What follows belongs to an exercise in optimizing a design on an open flow for small area and a short achievable clock period; a production flow would make more cautious choices. Only simulation tests tie the RTL to the original design; equivalence was not proved. Power is estimated from default activity; no workload was simulated.

**flow/config.mk**
```make
export PLATFORM = sky130hd
export DESIGN_NAME = alu_top
export DESIGN_NICKNAME = alu_top
export VERILOG_FILES = /design/flow/design.v
export SDC_FILE = /design/flow/constraint.sdc
export NUM_CORES = 4
export LEC_CHECK = 0
export ABC_AREA = 1
export CAP_MARGIN = 20
export CORE_MARGIN = 2
export CORE_UTILIZATION = 40
export SETUP_SLACK_MARGIN = 3
export SLEW_MARGIN = 20
```
**flow/constraint.sdc**
```tcl
create_clock -name core_clock -period 11.5 [get_ports {clk}]
set_input_delay 2.3000 -clock core_clock [delete_from_list [all_inputs] [get_ports {clk}]]
set_output_delay 2.3000 -clock core_clock [all_outputs]
set_load 0.01 [all_outputs]
```
**flow/design.v**
```verilog
`default_nettype none
package alu_pkg;
  localparam int DATA_W = 16;
  localparam int OP_W   = 6;
  localparam logic [OP_W-1:0] OP_ADD = 6'd13;
  localparam logic [OP_W-1:0] OP_SUB = 6'd14;
  localparam logic [OP_W-1:0] OP_LSR = 6'd15;
  localparam logic [OP_W-1:0] OP_LSL = 6'd16;
  localparam logic [OP_W-1:0] OP_MUL = 6'd17;
  localparam logic [OP_W-1:0] OP_CMP = 6'd20;   
  localparam logic [OP_W-1:0] OP_INC = 6'd21;
  localparam logic [OP_W-1:0] OP_DEC = 6'd22;
  localparam logic [OP_W-1:0] OP_AND = 6'd23;
  localparam logic [OP_W-1:0] OP_OR  = 6'd24;
  localparam logic [OP_W-1:0] OP_XOR = 6'd25;
  localparam logic [OP_W-1:0] OP_NOT = 6'd26;
  localparam logic [OP_W-1:0] OP_RSR = 6'd27;   
  localparam logic [OP_W-1:0] OP_RSL = 6'd28;   
endpackage
`default_nettype wire
`default_nettype none
module operand_select (
  input  wire [5:0]  opcode,
  input  wire [15:0] acc,
  input  wire [15:0] x,
  input  wire [15:0] y,
  input  wire [15:0] imm,
  input  wire        ra,
  output wire [15:0] reg_word,
  output wire [15:0] m2,
  output wire [15:0] a,
  output wire [15:0] b
);
  wire imm_zero = ~|imm;
  wire unary = (opcode == 6'd21) | (opcode == 6'd22) | (opcode == 6'd26);
  assign reg_word = ra ? y : x;
  assign m2       = imm | ({16{imm_zero}} & acc);
  assign a        = (imm_zero & ~unary) ? acc : reg_word;
  assign b        = unary ? 16'd1 : (imm | ({16{imm_zero}} & reg_word));
endmodule
`default_nettype wire
`default_nettype none
module arith_unit (
  input  wire [5:0]  opcode,
  input  wire [15:0] a,
  input  wire [15:0] b,
  input  wire [15:0] reg_word,
  input  wire [15:0] m2,
  output wire [15:0] sum,
  output wire        add_carry,
  output wire        add_ovf,
  output wire [15:0] prod,
  output wire        prod_zero,
  output wire        sum_zero,
  output wire        mul_ovf
);
  wire        is_sub = (opcode == 6'd14) | (opcode == 6'd20) | (opcode == 6'd22);
  wire [15:0] bx     = is_sub ? ~b : b;
  wire [16:0] s17    = {1'b0, a} + {1'b0, bx} + {16'd0, is_sub};
  assign sum       = s17[15:0];
  assign add_carry = s17[16] ^ is_sub;   
  assign add_ovf   = (a[15] == bx[15]) & (s17[15] != a[15]);
  wire [15:0] az = (a ^ bx) ^ {(a[14:0] | bx[14:0]), is_sub};
  assign sum_zero = ~|az;
  wire [16:0] r0, r1;
  logic [16:0] p;
  mul_lo17 mul_lo17_inst (
    .a  (reg_word),
    .b  (m2),
    .r0 (r0),
    .r1 (r1)
  );
  logic [16:0] g0, p0;
  logic [16:0] gg [0:5];
  logic [16:0] pg [0:5];
  always_comb begin
    g0 = r0 & r1;
    p0 = r0 ^ r1;
    gg[0] = g0;
    pg[0] = p0;
    for (int l = 0; l < 5; l++) begin
      gg[l+1] = gg[l];
      pg[l+1] = pg[l];
      for (int i = 0; i < 17; i++) begin
        if (((i >> l) & 1) == 1) begin
          gg[l+1][i] = gg[l][i] | (pg[l][i] & gg[l][((i >> l) << l) - 1]);
          pg[l+1][i] = pg[l][i] & pg[l][((i >> l) << l) - 1];
        end
      end
    end
    p = p0 ^ {gg[5][15:0], 1'b0};
  end
  assign prod = p[15:0];
  wire [16:0] zc = p0 ^ {(r0[15:0] | r1[15:0]), 1'b0};
  assign prod_zero = ~|zc[15:0];
  wire   lo15_zero = ~|zc[14:0];
  logic [18:0] ta, tb;
  logic        ge15, ge16, ge18;   
  always_comb begin
    ta = '0;
    tb = '0;
    ta[0] = 1'b1;
    tb[0] = 1'b1;
    ta[1] = 1'b1;
    tb[1] = 1'b1;
    for (int j = 2; j <= 16; j++) begin
      ta[j] = ta[j-1] & (reg_word[16-j] == reg_word[15]);
      tb[j] = tb[j-1] & (m2[16-j] == m2[15]);
    end
    ge15 = 1'b0;
    ge16 = 1'b0;
    ge18 = 1'b0;
    for (int j = 1; j <= 16; j++) begin
      ge15 = ge15 | (ta[j] & ((j >= 14) ? 1'b1 : tb[15 - j]));
      ge16 = ge16 | (ta[j] & ((j >= 15) ? 1'b1 : tb[16 - j]));
      ge18 = ge18 | (ta[j] & ((j >= 17) ? 1'b1 : tb[18 - j]));
    end
  end
  wire neg_exact = p[16] & p[15] & lo15_zero & (reg_word[15] ^ m2[15]);
  assign mul_ovf = ~ge18 & (~ge15 | (ge16 ? (p[16] ^ p[15]) : ~neg_exact));
endmodule
module mul_lo17 (
  input  wire [15:0] a,
  input  wire [15:0] b,
  output wire [16:0] r0,
  output wire [16:0] r1
);
  wire pp_0_0;
  wire pp_0_1;
  wire pp_0_2;
  wire pp_0_3;
  wire pp_0_4;
  wire pp_0_5;
  wire pp_0_6;
  wire pp_0_7;
  wire pp_0_8;
  wire pp_0_9;
  wire pp_0_10;
  wire pp_0_11;
  wire pp_0_12;
  wire pp_0_13;
  wire pp_0_14;
  wire pp_0_15;
  wire pp_1_0;
  wire pp_1_1;
  wire pp_1_2;
  wire pp_1_3;
  wire pp_1_4;
  wire pp_1_5;
  wire pp_1_6;
  wire pp_1_7;
  wire pp_1_8;
  wire pp_1_9;
  wire pp_1_10;
  wire pp_1_11;
  wire pp_1_12;
  wire pp_1_13;
  wire pp_1_14;
  wire pp_1_15;
  wire pp_2_0;
  wire pp_2_1;
  wire pp_2_2;
  wire pp_2_3;
  wire pp_2_4;
  wire pp_2_5;
  wire pp_2_6;
  wire pp_2_7;
  wire pp_2_8;
  wire pp_2_9;
  wire pp_2_10;
  wire pp_2_11;
  wire pp_2_12;
  wire pp_2_13;
  wire pp_2_14;
  wire pp_3_0;
  wire pp_3_1;
  wire pp_3_2;
  wire pp_3_3;
  wire pp_3_4;
  wire pp_3_5;
  wire pp_3_6;
  wire pp_3_7;
  wire pp_3_8;
  wire pp_3_9;
  wire pp_3_10;
  wire pp_3_11;
  wire pp_3_12;
  wire pp_3_13;
  wire pp_4_0;
  wire pp_4_1;
  wire pp_4_2;
  wire pp_4_3;
  wire pp_4_4;
  wire pp_4_5;
  wire pp_4_6;
  wire pp_4_7;
  wire pp_4_8;
  wire pp_4_9;
  wire pp_4_10;
  wire pp_4_11;
  wire pp_4_12;
  wire pp_5_0;
  wire pp_5_1;
  wire pp_5_2;
  wire pp_5_3;
  wire pp_5_4;
  wire pp_5_5;
  wire pp_5_6;
  wire pp_5_7;
  wire pp_5_8;
  wire pp_5_9;
  wire pp_5_10;
  wire pp_5_11;
  wire pp_6_0;
  wire pp_6_1;
  wire pp_6_2;
  wire pp_6_3;
  wire pp_6_4;
  wire pp_6_5;
  wire pp_6_6;
  wire pp_6_7;
  wire pp_6_8;
  wire pp_6_9;
  wire pp_6_10;
  wire pp_7_0;
  wire pp_7_1;
  wire pp_7_2;
  wire pp_7_3;
  wire pp_7_4;
  wire pp_7_5;
  wire pp_7_6;
  wire pp_7_7;
  wire pp_7_8;
  wire pp_7_9;
  wire pp_8_0;
  wire pp_8_1;
  wire pp_8_2;
  wire pp_8_3;
  wire pp_8_4;
  wire pp_8_5;
  wire pp_8_6;
  wire pp_8_7;
  wire pp_8_8;
  wire pp_9_0;
  wire pp_9_1;
  wire pp_9_2;
  wire pp_9_3;
  wire pp_9_4;
  wire pp_9_5;
  wire pp_9_6;
  wire pp_9_7;
  wire pp_10_0;
  wire pp_10_1;
  wire pp_10_2;
  wire pp_10_3;
  wire pp_10_4;
  wire pp_10_5;
  wire pp_10_6;
  wire pp_11_0;
  wire pp_11_1;
  wire pp_11_2;
  wire pp_11_3;
  wire pp_11_4;
  wire pp_11_5;
  wire pp_12_0;
  wire pp_12_1;
  wire pp_12_2;
  wire pp_12_3;
  wire pp_12_4;
  wire pp_13_0;
  wire pp_13_1;
  wire pp_13_2;
  wire pp_13_3;
  wire pp_14_0;
  wire pp_14_1;
  wire pp_14_2;
  wire pp_15_0;
  wire pp_15_1;
  wire hs_0;
  wire hc_0;
  wire fs_0;
  wire fc_0;
  wire hs_1;
  wire hc_1;
  wire fs_1;
  wire fc_1;
  wire fs_2;
  wire fc_2;
  wire hs_2;
  wire hc_2;
  wire fs_3;
  wire fc_3;
  wire fs_4;
  wire fc_4;
  wire fs_5;
  wire fc_5;
  wire hs_3;
  wire hc_3;
  wire fs_6;
  wire fc_6;
  wire hs_4;
  wire hc_4;
  wire fs_7;
  wire fc_7;
  wire fs_8;
  wire fc_8;
  wire hs_5;
  wire hc_5;
  wire fs_9;
  wire fc_9;
  wire fs_10;
  wire fc_10;
  wire fs_11;
  wire fc_11;
  wire hs_6;
  wire hc_6;
  wire fs_12;
  wire fc_12;
  wire fs_13;
  wire fc_13;
  wire fs_14;
  wire fc_14;
  wire fs_15;
  wire fc_15;
  wire fs_16;
  wire fc_16;
  wire fs_17;
  wire fc_17;
  wire fs_18;
  wire fc_18;
  wire fs_19;
  wire fc_19;
  wire fs_20;
  wire fc_20;
  wire fs_21;
  wire fc_21;
  wire fs_22;
  wire fc_22;
  wire fs_23;
  wire fc_23;
  wire fs_24;
  wire fc_24;
  wire fs_25;
  wire fc_25;
  wire fs_26;
  wire fc_26;
  wire fs_27;
  wire fc_27;
  wire hs_7;
  wire hc_7;
  wire fs_28;
  wire fc_28;
  wire hs_8;
  wire hc_8;
  wire fs_29;
  wire fc_29;
  wire fs_30;
  wire fc_30;
  wire hs_9;
  wire hc_9;
  wire fs_31;
  wire fc_31;
  wire fs_32;
  wire fc_32;
  wire fs_33;
  wire fc_33;
  wire fs_34;
  wire fc_34;
  wire fs_35;
  wire fc_35;
  wire fs_36;
  wire fc_36;
  wire fs_37;
  wire fc_37;
  wire fs_38;
  wire fc_38;
  wire fs_39;
  wire fc_39;
  wire fs_40;
  wire fc_40;
  wire fs_41;
  wire fc_41;
  wire fs_42;
  wire fc_42;
  wire fs_43;
  wire fc_43;
  wire fs_44;
  wire fc_44;
  wire fs_45;
  wire fc_45;
  wire fs_46;
  wire fc_46;
  wire fs_47;
  wire fc_47;
  wire fs_48;
  wire fc_48;
  wire fs_49;
  wire fc_49;
  wire fs_50;
  wire fc_50;
  wire fs_51;
  wire fc_51;
  wire fs_52;
  wire fc_52;
  wire fs_53;
  wire fc_53;
  wire fs_54;
  wire fc_54;
  wire hs_10;
  wire hc_10;
  wire fs_55;
  wire fc_55;
  wire hs_11;
  wire hc_11;
  wire fs_56;
  wire fc_56;
  wire fs_57;
  wire fc_57;
  wire fs_58;
  wire fc_58;
  wire fs_59;
  wire fc_59;
  wire fs_60;
  wire fc_60;
  wire fs_61;
  wire fc_61;
  wire fs_62;
  wire fc_62;
  wire fs_63;
  wire fc_63;
  wire fs_64;
  wire fc_64;
  wire fs_65;
  wire fc_65;
  wire fs_66;
  wire fc_66;
  wire fs_67;
  wire fc_67;
  wire fs_68;
  wire fc_68;
  wire fs_69;
  wire fc_69;
  wire fs_70;
  wire fc_70;
  wire fs_71;
  wire fc_71;
  wire fs_72;
  wire fc_72;
  wire fs_73;
  wire fc_73;
  wire fs_74;
  wire fc_74;
  wire fs_75;
  wire fc_75;
  wire fs_76;
  wire fc_76;
  wire fs_77;
  wire fc_77;
  wire hs_12;
  wire hc_12;
  wire fs_78;
  wire fc_78;
  wire fs_79;
  wire fc_79;
  wire fs_80;
  wire fc_80;
  wire fs_81;
  wire fc_81;
  wire fs_82;
  wire fc_82;
  wire fs_83;
  wire fc_83;
  wire fs_84;
  wire fc_84;
  wire fs_85;
  wire fc_85;
  wire fs_86;
  wire fc_86;
  wire fs_87;
  wire fc_87;
  wire fs_88;
  wire fc_88;
  wire fs_89;
  wire fc_89;
  wire fs_90;
  wire fc_90;
  wire hs_13;
  wire hc_13;
  wire fs_91;
  wire fc_91;
  wire fs_92;
  wire fc_92;
  wire fs_93;
  wire fc_93;
  wire fs_94;
  wire fc_94;
  wire fs_95;
  wire fc_95;
  wire fs_96;
  wire fc_96;
  wire fs_97;
  wire fc_97;
  wire fs_98;
  wire fc_98;
  wire fs_99;
  wire fc_99;
  wire fs_100;
  wire fc_100;
  wire fs_101;
  wire fc_101;
  wire fs_102;
  wire fc_102;
  wire fs_103;
  wire fc_103;
  wire fs_104;
  wire fc_104;
  assign pp_0_0 = a[0] & b[0];
  assign pp_0_1 = a[0] & b[1];
  assign pp_0_2 = a[0] & b[2];
  assign pp_0_3 = a[0] & b[3];
  assign pp_0_4 = a[0] & b[4];
  assign pp_0_5 = a[0] & b[5];
  assign pp_0_6 = a[0] & b[6];
  assign pp_0_7 = a[0] & b[7];
  assign pp_0_8 = a[0] & b[8];
  assign pp_0_9 = a[0] & b[9];
  assign pp_0_10 = a[0] & b[10];
  assign pp_0_11 = a[0] & b[11];
  assign pp_0_12 = a[0] & b[12];
  assign pp_0_13 = a[0] & b[13];
  assign pp_0_14 = a[0] & b[14];
  assign pp_0_15 = ~(a[0] & b[15]);
  assign pp_1_0 = a[1] & b[0];
  assign pp_1_1 = a[1] & b[1];
  assign pp_1_2 = a[1] & b[2];
  assign pp_1_3 = a[1] & b[3];
  assign pp_1_4 = a[1] & b[4];
  assign pp_1_5 = a[1] & b[5];
  assign pp_1_6 = a[1] & b[6];
  assign pp_1_7 = a[1] & b[7];
  assign pp_1_8 = a[1] & b[8];
  assign pp_1_9 = a[1] & b[9];
  assign pp_1_10 = a[1] & b[10];
  assign pp_1_11 = a[1] & b[11];
  assign pp_1_12 = a[1] & b[12];
  assign pp_1_13 = a[1] & b[13];
  assign pp_1_14 = a[1] & b[14];
  assign pp_1_15 = ~(a[1] & b[15]);
  assign pp_2_0 = a[2] & b[0];
  assign pp_2_1 = a[2] & b[1];
  assign pp_2_2 = a[2] & b[2];
  assign pp_2_3 = a[2] & b[3];
  assign pp_2_4 = a[2] & b[4];
  assign pp_2_5 = a[2] & b[5];
  assign pp_2_6 = a[2] & b[6];
  assign pp_2_7 = a[2] & b[7];
  assign pp_2_8 = a[2] & b[8];
  assign pp_2_9 = a[2] & b[9];
  assign pp_2_10 = a[2] & b[10];
  assign pp_2_11 = a[2] & b[11];
  assign pp_2_12 = a[2] & b[12];
  assign pp_2_13 = a[2] & b[13];
  assign pp_2_14 = a[2] & b[14];
  assign pp_3_0 = a[3] & b[0];
  assign pp_3_1 = a[3] & b[1];
  assign pp_3_2 = a[3] & b[2];
  assign pp_3_3 = a[3] & b[3];
  assign pp_3_4 = a[3] & b[4];
  assign pp_3_5 = a[3] & b[5];
  assign pp_3_6 = a[3] & b[6];
  assign pp_3_7 = a[3] & b[7];
  assign pp_3_8 = a[3] & b[8];
  assign pp_3_9 = a[3] & b[9];
  assign pp_3_10 = a[3] & b[10];
  assign pp_3_11 = a[3] & b[11];
  assign pp_3_12 = a[3] & b[12];
  assign pp_3_13 = a[3] & b[13];
  assign pp_4_0 = a[4] & b[0];
  assign pp_4_1 = a[4] & b[1];
  assign pp_4_2 = a[4] & b[2];
  assign pp_4_3 = a[4] & b[3];
  assign pp_4_4 = a[4] & b[4];
  assign pp_4_5 = a[4] & b[5];
  assign pp_4_6 = a[4] & b[6];
  assign pp_4_7 = a[4] & b[7];
  assign pp_4_8 = a[4] & b[8];
  assign pp_4_9 = a[4] & b[9];
  assign pp_4_10 = a[4] & b[10];
  assign pp_4_11 = a[4] & b[11];
  assign pp_4_12 = a[4] & b[12];
  assign pp_5_0 = a[5] & b[0];
  assign pp_5_1 = a[5] & b[1];
  assign pp_5_2 = a[5] & b[2];
  assign pp_5_3 = a[5] & b[3];
  assign pp_5_4 = a[5] & b[4];
  assign pp_5_5 = a[5] & b[5];
  assign pp_5_6 = a[5] & b[6];
  assign pp_5_7 = a[5] & b[7];
  assign pp_5_8 = a[5] & b[8];
  assign pp_5_9 = a[5] & b[9];
  assign pp_5_10 = a[5] & b[10];
  assign pp_5_11 = a[5] & b[11];
  assign pp_6_0 = a[6] & b[0];
  assign pp_6_1 = a[6] & b[1];
  assign pp_6_2 = a[6] & b[2];
  assign pp_6_3 = a[6] & b[3];
  assign pp_6_4 = a[6] & b[4];
  assign pp_6_5 = a[6] & b[5];
  assign pp_6_6 = a[6] & b[6];
  assign pp_6_7 = a[6] & b[7];
  assign pp_6_8 = a[6] & b[8];
  assign pp_6_9 = a[6] & b[9];
  assign pp_6_10 = a[6] & b[10];
  assign pp_7_0 = a[7] & b[0];
  assign pp_7_1 = a[7] & b[1];
  assign pp_7_2 = a[7] & b[2];
  assign pp_7_3 = a[7] & b[3];
  assign pp_7_4 = a[7] & b[4];
  assign pp_7_5 = a[7] & b[5];
  assign pp_7_6 = a[7] & b[6];
  assign pp_7_7 = a[7] & b[7];
  assign pp_7_8 = a[7] & b[8];
  assign pp_7_9 = a[7] & b[9];
  assign pp_8_0 = a[8] & b[0];
  assign pp_8_1 = a[8] & b[1];
  assign pp_8_2 = a[8] & b[2];
  assign pp_8_3 = a[8] & b[3];
  assign pp_8_4 = a[8] & b[4];
  assign pp_8_5 = a[8] & b[5];
  assign pp_8_6 = a[8] & b[6];
  assign pp_8_7 = a[8] & b[7];
  assign pp_8_8 = a[8] & b[8];
  assign pp_9_0 = a[9] & b[0];
  assign pp_9_1 = a[9] & b[1];
  assign pp_9_2 = a[9] & b[2];
  assign pp_9_3 = a[9] & b[3];
  assign pp_9_4 = a[9] & b[4];
  assign pp_9_5 = a[9] & b[5];
  assign pp_9_6 = a[9] & b[6];
  assign pp_9_7 = a[9] & b[7];
  assign pp_10_0 = a[10] & b[0];
  assign pp_10_1 = a[10] & b[1];
  assign pp_10_2 = a[10] & b[2];
  assign pp_10_3 = a[10] & b[3];
  assign pp_10_4 = a[10] & b[4];
  assign pp_10_5 = a[10] & b[5];
  assign pp_10_6 = a[10] & b[6];
  assign pp_11_0 = a[11] & b[0];
  assign pp_11_1 = a[11] & b[1];
  assign pp_11_2 = a[11] & b[2];
  assign pp_11_3 = a[11] & b[3];
  assign pp_11_4 = a[11] & b[4];
  assign pp_11_5 = a[11] & b[5];
  assign pp_12_0 = a[12] & b[0];
  assign pp_12_1 = a[12] & b[1];
  assign pp_12_2 = a[12] & b[2];
  assign pp_12_3 = a[12] & b[3];
  assign pp_12_4 = a[12] & b[4];
  assign pp_13_0 = a[13] & b[0];
  assign pp_13_1 = a[13] & b[1];
  assign pp_13_2 = a[13] & b[2];
  assign pp_13_3 = a[13] & b[3];
  assign pp_14_0 = a[14] & b[0];
  assign pp_14_1 = a[14] & b[1];
  assign pp_14_2 = a[14] & b[2];
  assign pp_15_0 = ~(a[15] & b[0]);
  assign pp_15_1 = ~(a[15] & b[1]);
  assign hs_0 = pp_0_13 ^ pp_1_12;
  assign hc_0 = pp_0_13 & pp_1_12;
  assign fs_0 = pp_0_14 ^ pp_1_13 ^ pp_2_12;
  assign fc_0 = (pp_0_14 & pp_1_13) | (pp_0_14 & pp_2_12) | (pp_1_13 & pp_2_12);
  assign hs_1 = pp_3_11 ^ pp_4_10;
  assign hc_1 = pp_3_11 & pp_4_10;
  assign fs_1 = pp_0_15 ^ pp_1_14 ^ pp_2_13;
  assign fc_1 = (pp_0_15 & pp_1_14) | (pp_0_15 & pp_2_13) | (pp_1_14 & pp_2_13);
  assign fs_2 = pp_3_12 ^ pp_4_11 ^ pp_5_10;
  assign fc_2 = (pp_3_12 & pp_4_11) | (pp_3_12 & pp_5_10) | (pp_4_11 & pp_5_10);
  assign hs_2 = pp_6_9 ^ pp_7_8;
  assign hc_2 = pp_6_9 & pp_7_8;
  assign fs_3 = pp_1_15 ^ pp_2_14 ^ pp_3_13;
  assign fc_3 = (pp_1_15 & pp_2_14) | (pp_1_15 & pp_3_13) | (pp_2_14 & pp_3_13);
  assign fs_4 = pp_4_12 ^ pp_5_11 ^ pp_6_10;
  assign fc_4 = (pp_4_12 & pp_5_11) | (pp_4_12 & pp_6_10) | (pp_5_11 & pp_6_10);
  assign fs_5 = pp_7_9 ^ pp_8_8 ^ pp_9_7;
  assign fc_5 = (pp_7_9 & pp_8_8) | (pp_7_9 & pp_9_7) | (pp_8_8 & pp_9_7);
  assign hs_3 = pp_0_9 ^ pp_1_8;
  assign hc_3 = pp_0_9 & pp_1_8;
  assign fs_6 = pp_0_10 ^ pp_1_9 ^ pp_2_8;
  assign fc_6 = (pp_0_10 & pp_1_9) | (pp_0_10 & pp_2_8) | (pp_1_9 & pp_2_8);
  assign hs_4 = pp_3_7 ^ pp_4_6;
  assign hc_4 = pp_3_7 & pp_4_6;
  assign fs_7 = pp_0_11 ^ pp_1_10 ^ pp_2_9;
  assign fc_7 = (pp_0_11 & pp_1_10) | (pp_0_11 & pp_2_9) | (pp_1_10 & pp_2_9);
  assign fs_8 = pp_3_8 ^ pp_4_7 ^ pp_5_6;
  assign fc_8 = (pp_3_8 & pp_4_7) | (pp_3_8 & pp_5_6) | (pp_4_7 & pp_5_6);
  assign hs_5 = pp_6_5 ^ pp_7_4;
  assign hc_5 = pp_6_5 & pp_7_4;
  assign fs_9 = pp_0_12 ^ pp_1_11 ^ pp_2_10;
  assign fc_9 = (pp_0_12 & pp_1_11) | (pp_0_12 & pp_2_10) | (pp_1_11 & pp_2_10);
  assign fs_10 = pp_3_9 ^ pp_4_8 ^ pp_5_7;
  assign fc_10 = (pp_3_9 & pp_4_8) | (pp_3_9 & pp_5_7) | (pp_4_8 & pp_5_7);
  assign fs_11 = pp_6_6 ^ pp_7_5 ^ pp_8_4;
  assign fc_11 = (pp_6_6 & pp_7_5) | (pp_6_6 & pp_8_4) | (pp_7_5 & pp_8_4);
  assign hs_6 = pp_9_3 ^ pp_10_2;
  assign hc_6 = pp_9_3 & pp_10_2;
  assign fs_12 = pp_2_11 ^ pp_3_10 ^ pp_4_9;
  assign fc_12 = (pp_2_11 & pp_3_10) | (pp_2_11 & pp_4_9) | (pp_3_10 & pp_4_9);
  assign fs_13 = pp_5_8 ^ pp_6_7 ^ pp_7_6;
  assign fc_13 = (pp_5_8 & pp_6_7) | (pp_5_8 & pp_7_6) | (pp_6_7 & pp_7_6);
  assign fs_14 = pp_8_5 ^ pp_9_4 ^ pp_10_3;
  assign fc_14 = (pp_8_5 & pp_9_4) | (pp_8_5 & pp_10_3) | (pp_9_4 & pp_10_3);
  assign fs_15 = pp_11_2 ^ pp_12_1 ^ pp_13_0;
  assign fc_15 = (pp_11_2 & pp_12_1) | (pp_11_2 & pp_13_0) | (pp_12_1 & pp_13_0);
  assign fs_16 = pp_5_9 ^ pp_6_8 ^ pp_7_7;
  assign fc_16 = (pp_5_9 & pp_6_8) | (pp_5_9 & pp_7_7) | (pp_6_8 & pp_7_7);
  assign fs_17 = pp_8_6 ^ pp_9_5 ^ pp_10_4;
  assign fc_17 = (pp_8_6 & pp_9_5) | (pp_8_6 & pp_10_4) | (pp_9_5 & pp_10_4);
  assign fs_18 = pp_11_3 ^ pp_12_2 ^ pp_13_1;
  assign fc_18 = (pp_11_3 & pp_12_2) | (pp_11_3 & pp_13_1) | (pp_12_2 & pp_13_1);
  assign fs_19 = pp_14_0 ^ hc_0 ^ fs_0;
  assign fc_19 = (pp_14_0 & hc_0) | (pp_14_0 & fs_0) | (hc_0 & fs_0);
  assign fs_20 = pp_8_7 ^ pp_9_6 ^ pp_10_5;
  assign fc_20 = (pp_8_7 & pp_9_6) | (pp_8_7 & pp_10_5) | (pp_9_6 & pp_10_5);
  assign fs_21 = pp_11_4 ^ pp_12_3 ^ pp_13_2;
  assign fc_21 = (pp_11_4 & pp_12_3) | (pp_11_4 & pp_13_2) | (pp_12_3 & pp_13_2);
  assign fs_22 = pp_14_1 ^ pp_15_0 ^ fc_0;
  assign fc_22 = (pp_14_1 & pp_15_0) | (pp_14_1 & fc_0) | (pp_15_0 & fc_0);
  assign fs_23 = hc_1 ^ fs_1 ^ fs_2;
  assign fc_23 = (hc_1 & fs_1) | (hc_1 & fs_2) | (fs_1 & fs_2);
  assign fs_24 = pp_10_6 ^ pp_11_5 ^ pp_12_4;
  assign fc_24 = (pp_10_6 & pp_11_5) | (pp_10_6 & pp_12_4) | (pp_11_5 & pp_12_4);
  assign fs_25 = pp_13_3 ^ pp_14_2 ^ pp_15_1;
  assign fc_25 = (pp_13_3 & pp_14_2) | (pp_13_3 & pp_15_1) | (pp_14_2 & pp_15_1);
  assign fs_26 = 1'b1 ^ fc_1 ^ fc_2;
  assign fc_26 = (1'b1 & fc_1) | (1'b1 & fc_2) | (fc_1 & fc_2);
  assign fs_27 = hc_2 ^ fs_3 ^ fs_4;
  assign fc_27 = (hc_2 & fs_3) | (hc_2 & fs_4) | (fs_3 & fs_4);
  assign hs_7 = pp_0_6 ^ pp_1_5;
  assign hc_7 = pp_0_6 & pp_1_5;
  assign fs_28 = pp_0_7 ^ pp_1_6 ^ pp_2_5;
  assign fc_28 = (pp_0_7 & pp_1_6) | (pp_0_7 & pp_2_5) | (pp_1_6 & pp_2_5);
  assign hs_8 = pp_3_4 ^ pp_4_3;
  assign hc_8 = pp_3_4 & pp_4_3;
  assign fs_29 = pp_0_8 ^ pp_1_7 ^ pp_2_6;
  assign fc_29 = (pp_0_8 & pp_1_7) | (pp_0_8 & pp_2_6) | (pp_1_7 & pp_2_6);
  assign fs_30 = pp_3_5 ^ pp_4_4 ^ pp_5_3;
  assign fc_30 = (pp_3_5 & pp_4_4) | (pp_3_5 & pp_5_3) | (pp_4_4 & pp_5_3);
  assign hs_9 = pp_6_2 ^ pp_7_1;
  assign hc_9 = pp_6_2 & pp_7_1;
  assign fs_31 = pp_2_7 ^ pp_3_6 ^ pp_4_5;
  assign fc_31 = (pp_2_7 & pp_3_6) | (pp_2_7 & pp_4_5) | (pp_3_6 & pp_4_5);
  assign fs_32 = pp_5_4 ^ pp_6_3 ^ pp_7_2;
  assign fc_32 = (pp_5_4 & pp_6_3) | (pp_5_4 & pp_7_2) | (pp_6_3 & pp_7_2);
  assign fs_33 = pp_8_1 ^ pp_9_0 ^ hs_3;
  assign fc_33 = (pp_8_1 & pp_9_0) | (pp_8_1 & hs_3) | (pp_9_0 & hs_3);
  assign fs_34 = pp_5_5 ^ pp_6_4 ^ pp_7_3;
  assign fc_34 = (pp_5_5 & pp_6_4) | (pp_5_5 & pp_7_3) | (pp_6_4 & pp_7_3);
  assign fs_35 = pp_8_2 ^ pp_9_1 ^ pp_10_0;
  assign fc_35 = (pp_8_2 & pp_9_1) | (pp_8_2 & pp_10_0) | (pp_9_1 & pp_10_0);
  assign fs_36 = hc_3 ^ fs_6 ^ hs_4;
  assign fc_36 = (hc_3 & fs_6) | (hc_3 & hs_4) | (fs_6 & hs_4);
  assign fs_37 = pp_8_3 ^ pp_9_2 ^ pp_10_1;
  assign fc_37 = (pp_8_3 & pp_9_2) | (pp_8_3 & pp_10_1) | (pp_9_2 & pp_10_1);
  assign fs_38 = pp_11_0 ^ fc_6 ^ hc_4;
  assign fc_38 = (pp_11_0 & fc_6) | (pp_11_0 & hc_4) | (fc_6 & hc_4);
  assign fs_39 = fs_7 ^ fs_8 ^ hs_5;
  assign fc_39 = (fs_7 & fs_8) | (fs_7 & hs_5) | (fs_8 & hs_5);
  assign fs_40 = pp_11_1 ^ pp_12_0 ^ fc_7;
  assign fc_40 = (pp_11_1 & pp_12_0) | (pp_11_1 & fc_7) | (pp_12_0 & fc_7);
  assign fs_41 = fc_8 ^ hc_5 ^ fs_9;
  assign fc_41 = (fc_8 & hc_5) | (fc_8 & fs_9) | (hc_5 & fs_9);
  assign fs_42 = fs_10 ^ fs_11 ^ hs_6;
  assign fc_42 = (fs_10 & fs_11) | (fs_10 & hs_6) | (fs_11 & hs_6);
  assign fs_43 = fc_9 ^ fc_10 ^ fc_11;
  assign fc_43 = (fc_9 & fc_10) | (fc_9 & fc_11) | (fc_10 & fc_11);
  assign fs_44 = hc_6 ^ fs_12 ^ fs_13;
  assign fc_44 = (hc_6 & fs_12) | (hc_6 & fs_13) | (fs_12 & fs_13);
  assign fs_45 = fs_14 ^ fs_15 ^ hs_0;
  assign fc_45 = (fs_14 & fs_15) | (fs_14 & hs_0) | (fs_15 & hs_0);
  assign fs_46 = fc_12 ^ fc_13 ^ fc_14;
  assign fc_46 = (fc_12 & fc_13) | (fc_12 & fc_14) | (fc_13 & fc_14);
  assign fs_47 = fc_15 ^ fs_16 ^ fs_17;
  assign fc_47 = (fc_15 & fs_16) | (fc_15 & fs_17) | (fs_16 & fs_17);
  assign fs_48 = fs_18 ^ hs_1 ^ fs_19;
  assign fc_48 = (fs_18 & hs_1) | (fs_18 & fs_19) | (hs_1 & fs_19);
  assign fs_49 = fc_16 ^ fc_17 ^ fc_18;
  assign fc_49 = (fc_16 & fc_17) | (fc_16 & fc_18) | (fc_17 & fc_18);
  assign fs_50 = fs_20 ^ fs_21 ^ hs_2;
  assign fc_50 = (fs_20 & fs_21) | (fs_20 & hs_2) | (fs_21 & hs_2);
  assign fs_51 = fc_19 ^ fs_22 ^ fs_23;
  assign fc_51 = (fc_19 & fs_22) | (fc_19 & fs_23) | (fs_22 & fs_23);
  assign fs_52 = fc_20 ^ fc_21 ^ fs_24;
  assign fc_52 = (fc_20 & fc_21) | (fc_20 & fs_24) | (fc_21 & fs_24);
  assign fs_53 = fs_25 ^ fs_5 ^ fc_22;
  assign fc_53 = (fs_25 & fs_5) | (fs_25 & fc_22) | (fs_5 & fc_22);
  assign fs_54 = fc_23 ^ fs_26 ^ fs_27;
  assign fc_54 = (fc_23 & fs_26) | (fc_23 & fs_27) | (fs_26 & fs_27);
  assign hs_10 = pp_0_4 ^ pp_1_3;
  assign hc_10 = pp_0_4 & pp_1_3;
  assign fs_55 = pp_0_5 ^ pp_1_4 ^ pp_2_3;
  assign fc_55 = (pp_0_5 & pp_1_4) | (pp_0_5 & pp_2_3) | (pp_1_4 & pp_2_3);
  assign hs_11 = pp_3_2 ^ pp_4_1;
  assign hc_11 = pp_3_2 & pp_4_1;
  assign fs_56 = pp_2_4 ^ pp_3_3 ^ pp_4_2;
  assign fc_56 = (pp_2_4 & pp_3_3) | (pp_2_4 & pp_4_2) | (pp_3_3 & pp_4_2);
  assign fs_57 = pp_5_1 ^ pp_6_0 ^ hs_7;
  assign fc_57 = (pp_5_1 & pp_6_0) | (pp_5_1 & hs_7) | (pp_6_0 & hs_7);
  assign fs_58 = pp_5_2 ^ pp_6_1 ^ pp_7_0;
  assign fc_58 = (pp_5_2 & pp_6_1) | (pp_5_2 & pp_7_0) | (pp_6_1 & pp_7_0);
  assign fs_59 = hc_7 ^ fs_28 ^ hs_8;
  assign fc_59 = (hc_7 & fs_28) | (hc_7 & hs_8) | (fs_28 & hs_8);
  assign fs_60 = pp_8_0 ^ fc_28 ^ hc_8;
  assign fc_60 = (pp_8_0 & fc_28) | (pp_8_0 & hc_8) | (fc_28 & hc_8);
  assign fs_61 = fs_29 ^ fs_30 ^ hs_9;
  assign fc_61 = (fs_29 & fs_30) | (fs_29 & hs_9) | (fs_30 & hs_9);
  assign fs_62 = fc_29 ^ fc_30 ^ hc_9;
  assign fc_62 = (fc_29 & fc_30) | (fc_29 & hc_9) | (fc_30 & hc_9);
  assign fs_63 = fs_31 ^ fs_32 ^ fs_33;
  assign fc_63 = (fs_31 & fs_32) | (fs_31 & fs_33) | (fs_32 & fs_33);
  assign fs_64 = fc_31 ^ fc_32 ^ fs_34;
  assign fc_64 = (fc_31 & fc_32) | (fc_31 & fs_34) | (fc_32 & fs_34);
  assign fs_65 = fs_35 ^ fc_33 ^ fs_36;
  assign fc_65 = (fs_35 & fc_33) | (fs_35 & fs_36) | (fc_33 & fs_36);
  assign fs_66 = fc_34 ^ fc_35 ^ fs_37;
  assign fc_66 = (fc_34 & fc_35) | (fc_34 & fs_37) | (fc_35 & fs_37);
  assign fs_67 = fc_36 ^ fs_38 ^ fs_39;
  assign fc_67 = (fc_36 & fs_38) | (fc_36 & fs_39) | (fs_38 & fs_39);
  assign fs_68 = fc_37 ^ fc_38 ^ fc_39;
  assign fc_68 = (fc_37 & fc_38) | (fc_37 & fc_39) | (fc_38 & fc_39);
  assign fs_69 = fs_40 ^ fs_41 ^ fs_42;
  assign fc_69 = (fs_40 & fs_41) | (fs_40 & fs_42) | (fs_41 & fs_42);
  assign fs_70 = fc_40 ^ fc_41 ^ fc_42;
  assign fc_70 = (fc_40 & fc_41) | (fc_40 & fc_42) | (fc_41 & fc_42);
  assign fs_71 = fs_43 ^ fs_44 ^ fs_45;
  assign fc_71 = (fs_43 & fs_44) | (fs_43 & fs_45) | (fs_44 & fs_45);
  assign fs_72 = fc_43 ^ fc_44 ^ fc_45;
  assign fc_72 = (fc_43 & fc_44) | (fc_43 & fc_45) | (fc_44 & fc_45);
  assign fs_73 = fs_46 ^ fs_47 ^ fs_48;
  assign fc_73 = (fs_46 & fs_47) | (fs_46 & fs_48) | (fs_47 & fs_48);
  assign fs_74 = fc_46 ^ fc_47 ^ fs_49;
  assign fc_74 = (fc_46 & fc_47) | (fc_46 & fs_49) | (fc_47 & fs_49);
  assign fs_75 = fs_50 ^ fc_48 ^ fs_51;
  assign fc_75 = (fs_50 & fc_48) | (fs_50 & fs_51) | (fc_48 & fs_51);
  assign fs_76 = fc_49 ^ fc_50 ^ fs_52;
  assign fc_76 = (fc_49 & fc_50) | (fc_49 & fs_52) | (fc_50 & fs_52);
  assign fs_77 = fs_53 ^ fc_51 ^ fs_54;
  assign fc_77 = (fs_53 & fc_51) | (fs_53 & fs_54) | (fc_51 & fs_54);
  assign hs_12 = pp_0_3 ^ pp_1_2;
  assign hc_12 = pp_0_3 & pp_1_2;
  assign fs_78 = pp_2_2 ^ pp_3_1 ^ pp_4_0;
  assign fc_78 = (pp_2_2 & pp_3_1) | (pp_2_2 & pp_4_0) | (pp_3_1 & pp_4_0);
  assign fs_79 = pp_5_0 ^ hc_10 ^ fs_55;
  assign fc_79 = (pp_5_0 & hc_10) | (pp_5_0 & fs_55) | (hc_10 & fs_55);
  assign fs_80 = fc_55 ^ hc_11 ^ fs_56;
  assign fc_80 = (fc_55 & hc_11) | (fc_55 & fs_56) | (hc_11 & fs_56);
  assign fs_81 = fc_56 ^ fs_58 ^ fc_57;
  assign fc_81 = (fc_56 & fs_58) | (fc_56 & fc_57) | (fs_58 & fc_57);
  assign fs_82 = fc_58 ^ fc_59 ^ fs_60;
  assign fc_82 = (fc_58 & fc_59) | (fc_58 & fs_60) | (fc_59 & fs_60);
  assign fs_83 = fc_60 ^ fc_61 ^ fs_62;
  assign fc_83 = (fc_60 & fc_61) | (fc_60 & fs_62) | (fc_61 & fs_62);
  assign fs_84 = fc_62 ^ fs_64 ^ fc_63;
  assign fc_84 = (fc_62 & fs_64) | (fc_62 & fc_63) | (fs_64 & fc_63);
  assign fs_85 = fc_64 ^ fs_66 ^ fc_65;
  assign fc_85 = (fc_64 & fs_66) | (fc_64 & fc_65) | (fs_66 & fc_65);
  assign fs_86 = fc_66 ^ fc_67 ^ fs_68;
  assign fc_86 = (fc_66 & fc_67) | (fc_66 & fs_68) | (fc_67 & fs_68);
  assign fs_87 = fc_68 ^ fc_69 ^ fs_70;
  assign fc_87 = (fc_68 & fc_69) | (fc_68 & fs_70) | (fc_69 & fs_70);
  assign fs_88 = fc_70 ^ fc_71 ^ fs_72;
  assign fc_88 = (fc_70 & fc_71) | (fc_70 & fs_72) | (fc_71 & fs_72);
  assign fs_89 = fc_72 ^ fs_74 ^ fc_73;
  assign fc_89 = (fc_72 & fs_74) | (fc_72 & fc_73) | (fs_74 & fc_73);
  assign fs_90 = fc_74 ^ fs_76 ^ fc_75;
  assign fc_90 = (fc_74 & fs_76) | (fc_74 & fc_75) | (fs_76 & fc_75);
  assign hs_13 = pp_0_2 ^ pp_1_1;
  assign hc_13 = pp_0_2 & pp_1_1;
  assign fs_91 = pp_2_1 ^ pp_3_0 ^ hs_12;
  assign fc_91 = (pp_2_1 & pp_3_0) | (pp_2_1 & hs_12) | (pp_3_0 & hs_12);
  assign fs_92 = hc_12 ^ fs_78 ^ hs_10;
  assign fc_92 = (hc_12 & fs_78) | (hc_12 & hs_10) | (fs_78 & hs_10);
  assign fs_93 = fc_78 ^ hs_11 ^ fs_79;
  assign fc_93 = (fc_78 & hs_11) | (fc_78 & fs_79) | (hs_11 & fs_79);
  assign fs_94 = fc_79 ^ fs_80 ^ fs_57;
  assign fc_94 = (fc_79 & fs_80) | (fc_79 & fs_57) | (fs_80 & fs_57);
  assign fs_95 = fc_80 ^ fs_59 ^ fs_81;
  assign fc_95 = (fc_80 & fs_59) | (fc_80 & fs_81) | (fs_59 & fs_81);
  assign fs_96 = fs_61 ^ fc_81 ^ fs_82;
  assign fc_96 = (fs_61 & fc_81) | (fs_61 & fs_82) | (fc_81 & fs_82);
  assign fs_97 = fc_82 ^ fs_83 ^ fs_63;
  assign fc_97 = (fc_82 & fs_83) | (fc_82 & fs_63) | (fs_83 & fs_63);
  assign fs_98 = fc_83 ^ fs_65 ^ fs_84;
  assign fc_98 = (fc_83 & fs_65) | (fc_83 & fs_84) | (fs_65 & fs_84);
  assign fs_99 = fs_67 ^ fc_84 ^ fs_85;
  assign fc_99 = (fs_67 & fc_84) | (fs_67 & fs_85) | (fc_84 & fs_85);
  assign fs_100 = fs_69 ^ fc_85 ^ fs_86;
  assign fc_100 = (fs_69 & fc_85) | (fs_69 & fs_86) | (fc_85 & fs_86);
  assign fs_101 = fs_71 ^ fc_86 ^ fs_87;
  assign fc_101 = (fs_71 & fc_86) | (fs_71 & fs_87) | (fc_86 & fs_87);
  assign fs_102 = fc_87 ^ fs_88 ^ fs_73;
  assign fc_102 = (fc_87 & fs_88) | (fc_87 & fs_73) | (fs_88 & fs_73);
  assign fs_103 = fc_88 ^ fs_75 ^ fs_89;
  assign fc_103 = (fc_88 & fs_75) | (fc_88 & fs_89) | (fs_75 & fs_89);
  assign fs_104 = fs_77 ^ fc_89 ^ fs_90;
  assign fc_104 = (fs_77 & fc_89) | (fs_77 & fs_90) | (fc_89 & fs_90);
  assign r0[0] = pp_0_0;
  assign r1[0] = 1'b0;
  assign r0[1] = pp_0_1;
  assign r1[1] = pp_1_0;
  assign r0[2] = pp_2_0;
  assign r1[2] = hs_13;
  assign r0[3] = hc_13;
  assign r1[3] = fs_91;
  assign r0[4] = fc_91;
  assign r1[4] = fs_92;
  assign r0[5] = fc_92;
  assign r1[5] = fs_93;
  assign r0[6] = fc_93;
  assign r1[6] = fs_94;
  assign r0[7] = fc_94;
  assign r1[7] = fs_95;
  assign r0[8] = fc_95;
  assign r1[8] = fs_96;
  assign r0[9] = fc_96;
  assign r1[9] = fs_97;
  assign r0[10] = fc_97;
  assign r1[10] = fs_98;
  assign r0[11] = fc_98;
  assign r1[11] = fs_99;
  assign r0[12] = fc_99;
  assign r1[12] = fs_100;
  assign r0[13] = fc_100;
  assign r1[13] = fs_101;
  assign r0[14] = fc_101;
  assign r1[14] = fs_102;
  assign r0[15] = fc_102;
  assign r1[15] = fs_103;
  assign r0[16] = fc_103;
  assign r1[16] = fs_104;
endmodule
`default_nettype wire
`default_nettype none
module bitwise_unit (
  input  wire [5:0]  opcode,
  input  wire [15:0] a,
  input  wire [15:0] b,
  output wire [15:0] logic_val,
  output wire [15:0] shift_val
);
  wire op_and = (opcode == 6'd23);
  wire op_or  = (opcode == 6'd24);
  wire op_xor = (opcode == 6'd25);
  assign logic_val = op_and ? (a & b) :
                     op_or  ? (a | b) :
                     op_xor ? (a ^ b) : ~a;
  wire right = (opcode == 6'd15) | (opcode == 6'd27);   
  wire lsh   = (opcode == 6'd15) | (opcode == 6'd16);   
  wire big   = |b[15:4];
  wire [15:0] src = right ? {a[14:0], a[15]} : a;
  wire [3:0]  k   = right ? ~b[3:0] : b[3:0];
  wire [15:0] th = 16'hffff << b[3:0];
  logic [15:0] rot;
  logic [15:0] keep;
  always_comb begin
    rot = src;
    for (int s = 0; s < 4; s++) begin
      if (k[s]) rot = (rot << (1 << s)) | (rot >> (16 - (1 << s)));
    end
    for (int i = 0; i < 16; i++) begin
      keep[i] = right ? th[15 - i] : th[i];
    end
  end
  assign shift_val = lsh ? (rot & keep & {16{~big}}) : rot;
endmodule
`default_nettype wire
`default_nettype none
module result_register (
  input  wire        clk,
  input  wire        rst,
  input  wire        en,
  input  wire [5:0]  opcode,
  input  wire [15:0] sum,
  input  wire        add_carry,
  input  wire        add_ovf,
  input  wire [15:0] prod,
  input  wire        prod_zero,
  input  wire        sum_zero,
  input  wire        mul_ovf,
  input  wire [15:0] logic_val,
  input  wire [15:0] shift_val,
  output logic [15:0] res,
  output logic [3:0]  flags,
  output logic        done
);
  logic sel_add, sel_mul, sel_logic, sel_shift;
  always_comb begin
    sel_add   = 1'b0;
    sel_mul   = 1'b0;
    sel_logic = 1'b0;
    sel_shift = 1'b0;
    case (opcode)
      6'd13, 6'd14, 6'd20, 6'd21, 6'd22: sel_add   = 1'b1;
      6'd17:                             sel_mul   = 1'b1;
      6'd23, 6'd24, 6'd25, 6'd26:        sel_logic = 1'b1;
      6'd15, 6'd16, 6'd27, 6'd28:        sel_shift = 1'b1;
      default: ;
    endcase
  end
  wire [15:0] value = ({16{sel_add}}   & sum)       |
                      ({16{sel_mul}}   & prod)      |
                      ({16{sel_logic}} & logic_val) |
                      ({16{sel_shift}} & shift_val);
  wire [15:0] other = ({16{sel_logic}} & logic_val) | ({16{sel_shift}} & shift_val);
  wire zero = sel_add ? sum_zero : sel_mul ? prod_zero : ~|other;
  wire hit     = sel_add | sel_mul | sel_logic | sel_shift;
  wire flag_we = en & hit;                    
  wire res_we  = flag_we & (opcode != 6'd20);   
  wire [3:0] next_flags = {zero, value[15], sel_add & add_carry,
                           (sel_add & add_ovf) | (sel_mul & mul_ovf)};
  always_ff @(posedge clk) begin
    if (!rst) begin
      res   <= '0;
      flags <= '0;
      done  <= 1'b0;
    end else begin
      done <= en;
      if (flag_we) flags <= next_flags;
      if (res_we)  res   <= value;
    end
  end
endmodule
`default_nettype wire
`default_nettype none
module alu_top (
  input  wire        clk,
  input  wire        rst,
  input  wire        en,
  input  wire [70:0] req,
  output wire [15:0] res,
  output wire [3:0]  flags,
  output wire        done
);
  wire [5:0]  opcode = req[70:65];
  wire [15:0] acc    = req[64:49];
  wire [15:0] x      = req[48:33];
  wire [15:0] y      = req[32:17];
  wire [15:0] imm    = req[16:1];
  wire        ra     = req[0];
  wire [15:0] reg_word, m2, a, b;
  wire [15:0] sum, prod, logic_val, shift_val;
  wire        add_carry, add_ovf, mul_ovf, prod_zero, sum_zero;
  operand_select operand_select_inst (
    .opcode   (opcode),
    .acc      (acc),
    .x        (x),
    .y        (y),
    .imm      (imm),
    .ra       (ra),
    .reg_word (reg_word),
    .m2       (m2),
    .a        (a),
    .b        (b)
  );
  arith_unit arith_unit_inst (
    .opcode    (opcode),
    .a         (a),
    .b         (b),
    .reg_word  (reg_word),
    .m2        (m2),
    .sum       (sum),
    .add_carry (add_carry),
    .add_ovf   (add_ovf),
    .prod      (prod),
    .prod_zero (prod_zero),
    .sum_zero  (sum_zero),
    .mul_ovf   (mul_ovf)
  );
  bitwise_unit bitwise_unit_inst (
    .opcode    (opcode),
    .a         (a),
    .b         (b),
    .logic_val (logic_val),
    .shift_val (shift_val)
  );
  result_register result_register_inst (
    .clk       (clk),
    .rst       (rst),
    .en        (en),
    .opcode    (opcode),
    .sum       (sum),
    .add_carry (add_carry),
    .add_ovf   (add_ovf),
    .prod      (prod),
    .prod_zero (prod_zero),
    .sum_zero  (sum_zero),
    .mul_ovf   (mul_ovf),
    .logic_val (logic_val),
    .shift_val (shift_val),
    .res       (res),
    .flags     (flags),
    .done      (done)
  );
endmodule
`default_nettype wire
```
**flow/run.sh**
```bash
#!/bin/bash
# synth_recipe.tcl (not shown) runs the flow's synth.tcl, then flattens the netlist and writes it again
# the make line also repeats each setting of config.mk as NAME=value (left out here)
make -C /OpenROAD-flow-scripts/flow DESIGN_CONFIG=/design/flow/config.mk WORK_HOME=/design/flow/orfs CLKGATE_MAP_FILE= SYNTH_SCRIPT=/design/flow/synth_recipe.tcl finish
```
==> summary.txt <==
## sequential cells by signal, summed over array words and instances (netlist names)
signal                      count
result_register_inst.flags      4
result_register_inst.res       16
result_register_inst.done       1
## worst register-to-register path, stage by stage, from the launching register on
cell and delay, ns:
sky130_fd_sc_hd__dfxtp_1 0.34, sky130_fd_sc_hd__o21ai_0 0.31, sky130_fd_sc_hd__a21oi_2 0.05
## kinds of logic after synthesis
logic type      Yosys count  synth area share, %
compound gates          244                 13.4
xor+xnor                 83                 6.69
fa+ha+maj               206                 29.5
buf+inv                 387                 13.9
flops                    21                 3.77
simple gates            835                 32.8
## how the worst max path moves through the flow
stage | slack [ns] | to | cells after the start | from
global placement | 2.57 | result_register_inst.flags[0] | 31 | req[5]
detailed placement | 2.40 | result_register_inst.flags[0] | 31 | req[6]
floorplan | 3.90 | result_register_inst.flags[0] | 33 | req[4]
CTS | 3.01 | result_register_inst.flags[0] | 28 | req[0]
finish | 3.30 | result_register_inst.flags[0] | 27 | req[13]
global route | 2.98 | result_register_inst.flags[0] | 27 | req[1]
## per-layer routing
metal | vias up | share of wire [%]
li1 | 5805 | -
met5 | - | 0
met2 | 507 | 46
met4 | 0 | 4.3
met1 | 5661 | 42
met3 | 86 | 7.1
## final cells by class
class / instances / area [um2] / area share, %
flip-flops and latches: 21 / 420 / 3.31
inverters: 330 / 1270 / 9.98
repair buffers: 125 / 1180 / 9.30
well taps: 378 / 473 / 3.72
clock inverters: 1 / 5.00 / 0.0394
clock buffers: 3 / 75.1 / 0.591
multi-input cells: 1368 / 9280 / 73.1
## stage by stage
stage | instances | area [um2]
floorplan | 1776 | 11100
global placement | 2207 | 12400
detailed placement | 2207 | 12400
CTS | 2212 | 12500
global route | 2226 | 12700
finish | 2226 | 12700
## cell usage after synthesis (all sizes together)
cell type / number
a2111oi: 1
a211oi: 2
a21boi: 2
a21o: 1
a21oi: 66
a31oi: 3
a32oi: 3
a41oi: 2
and2: 2
buf: 31
clkbuf: 26
clkinv: 7
dfxtp: 21
fa: 95
ha: 111
inv: 323
nand2: 341
nand3: 248
nand3b: 4
nand4: 18
nor2: 207
nor3: 5
nor3b: 1
nor4: 3
o2111ai: 2
o211ai: 18
o21a: 7
o21ai: 113
o21bai: 2
o221ai: 15
o22ai: 2
o31ai: 5
or2: 6
xnor2: 31
xor2: 52
## power breakdown
| group | leakage (nW) | internal, mW | switching [mW] | total [mW] |
|---|---|---|---|---|
| clock network | 0.0409 | 0.0468 | 0.0301 | 0.0769 |
| logic | 6.25 | 0.653 | 0.998 | 1.65 |
| registers | 0.171 | 0.0776 | 0.00299 | 0.0806 |
| total | 6.47 | 0.778 | 1.03 | 1.81 |
## timing repair
action,CTS,global route
endpoints found under the setup margin,3,6
buffers inserted,1,14
pin swaps,0,3
cloned,0,0
gates resized for setup,12,22
==> results.tsv <==
metric	value	unit
I/O pin count	95	
Final Cycle Share	71.3	%
layout cell share with drive strength beyond 1	6.28	%
Worst-Margin Slew	0.791	ns
worst hold path cell count	2	
number of iterations in the first detailed-routing pass	5	
cell repeated most along the worst path	sky130_fd_sc_hd__fa_1	
Max-Cap Viols	0	
minimum hold slack	0.486	ns
CTS tree	yes	
WL final	41.7	mm
relative area change from synthesis to final layout	13.9	%
DRC violations left	0	
number of buffers inserted by hold repair at cts	0	
area fraction of the dominant cell type after synthesis	17.1	%
Final Util	46.0	%
hold path start	result_register_inst.flags[1]	
final critical-path required period	8.20	ns
commonest non-fill, non-tap cell in the layout	sky130_fd_sc_hd__nand2_1	
number of buffers created by CTS	3	
areal power density over the cells	142	mW/mm2
number of distinct library cell variants in the gate-level netlist after synthesis	54	
Clock Skew	0	ns
Std-Cell Rows	61	
result of the run	timing/DRC/antenna clean	
buffering stage count on the worst path with inverters included	5	
pin count of the biggest net entering global routing	39	
maximum VDD drop	0.164	mV
launching point of the worst reg2reg path	result_register_inst.flags[0]	
CTS HTree Levels	1	
Vias/cell	5.42	
setup slack after placement	2.40	ns
stage delay of the slowest cell on the critical path	0.52	ns
setup repair after global routing missed its margin	false	
required time of the critical path	11.69	ns
worst reg2reg setup slack	10.68	ns
floorplan die width	171	um
clock insertion delay at the later pin of the skew report	0.26	ns
placeable core region	0.0276	mm2
HPWL after DPL	34.9	mm
hold-critical path endpoint	result_register_inst.flags[1]	
initial cell density of the core	40.4	%
total number of vias	12100	
WL per Instance	18.7	um
maximum count of clock buffers along a single path	2	
cell with the largest stage delay on the worst path	sky130_fd_sc_hd__fa_1	
wire length of the first global-routing pass	64.3	mm
Die Y-Extent	171	um
final estimated routing congestion in global placement	0.995	
count of endpoints failing hold in the final timing report	0	
Avg Inst Size Synth	6.28	um2
overall routing resource usage	28.6	%
Peak Freq	122	MHz
remaining global-route overflow	0	
Critical Path Source Type	input pin	
maximum fanout encountered on the critical timing path	13	
Seq/Total Area, Yosys	3.77	%
setup violation total in the final timing report	0	
Worst R2R Path Depth	2	
number of pins with negative max-slew slack in the final report	0	
overall power consumption	1.81	mW
number of standard cells after synthesis	1776	
arrival time reported for the critical path endpoint	8.39	ns
post-synthesis cell type with the largest combined area	sky130_fd_sc_hd__fa_1	
most used routing layer	met2	
count of filler cells inserted in the layout	2999	
post-synthesis instance area	0.0111	mm2
Synth Register Bits	21	
endpoint of the most critical register-to-register path	result_register_inst.flags[0]	
Syn Nets	2056	
remaining antenna violation count	0	
synth top area cells	sky130_fd_sc_hd__fa_1 (17%), sky130_fd_sc_hd__ha_1 (12%), sky130_fd_sc_hd__nand2_1 (11%)	
total inserted antenna cells	0	
clk sinks	21	
met3 layer usage reported by global route	3.82	%
Iteration-0 DRC Markers	1338	
category of cells accounting for the largest share of critical-path delay	adder cells	
final sum of negative setup slack	0	ns
initial antenna violation count	1	
GR Util met1	37.7	%
number of port buffers	94	
most used cells in the layout excluding fill and tap cells	sky130_fd_sc_hd__nand2_1 (324), sky130_fd_sc_hd__inv_1 (310), sky130_fd_sc_hd__nand3_1 (245)	
static leakage	6.47	nW
layout net count	2129	
least setup slack across all paths after layout	3.30	ns
die area	0.0292	mm2
synth warn	5	
worst rel slew slack	47.1	%
via count of the first global-routing pass	11400	
CTS root buffer	sky130_fd_sc_hd__clkbuf_16	
type of the tightest min-delay check	reg2reg	
critical path endpoint category	flop	
GRT met2 Usage	47.5	%
worst setup path category	in2reg	
clock transition time at the flip-flop clock pins of the worst setup and hold paths	0.07	ns

-- re-timing with driven ports --
How much do the figures lean on ideal ports? The routed layout below was timed once more, with nothing changed but the port constraints.
Step 1, drivers: a clkbuf_16 drives clk and a buf_2 each remaining input, both assumed.
Step 2 adds t to the input delays and takes it off the output delays; t is the mean of the earliest and latest rising clock arrival at the registers after step 1. Input paths then give back, and output paths get back, about the clock's delay inside the block.
Slacks: ideal ports / drivers / drivers and shift; pairs: ideal ports / drivers.
t, ns: 0.281
setup slack, ns: 3.305 / 3.310 / 3.029
worst hold slack (ns): 0.486 / 0.486 / 0.486
latest minus earliest clock arrival (ns): 0.006 / 0.006
slew at the worst register clock pin (ns): 0.07 / 0.07
After both steps setup and hold are still met in this run. The setup slack of this run moves by +0.005 ns with the drivers and by -0.276 ns with both steps.
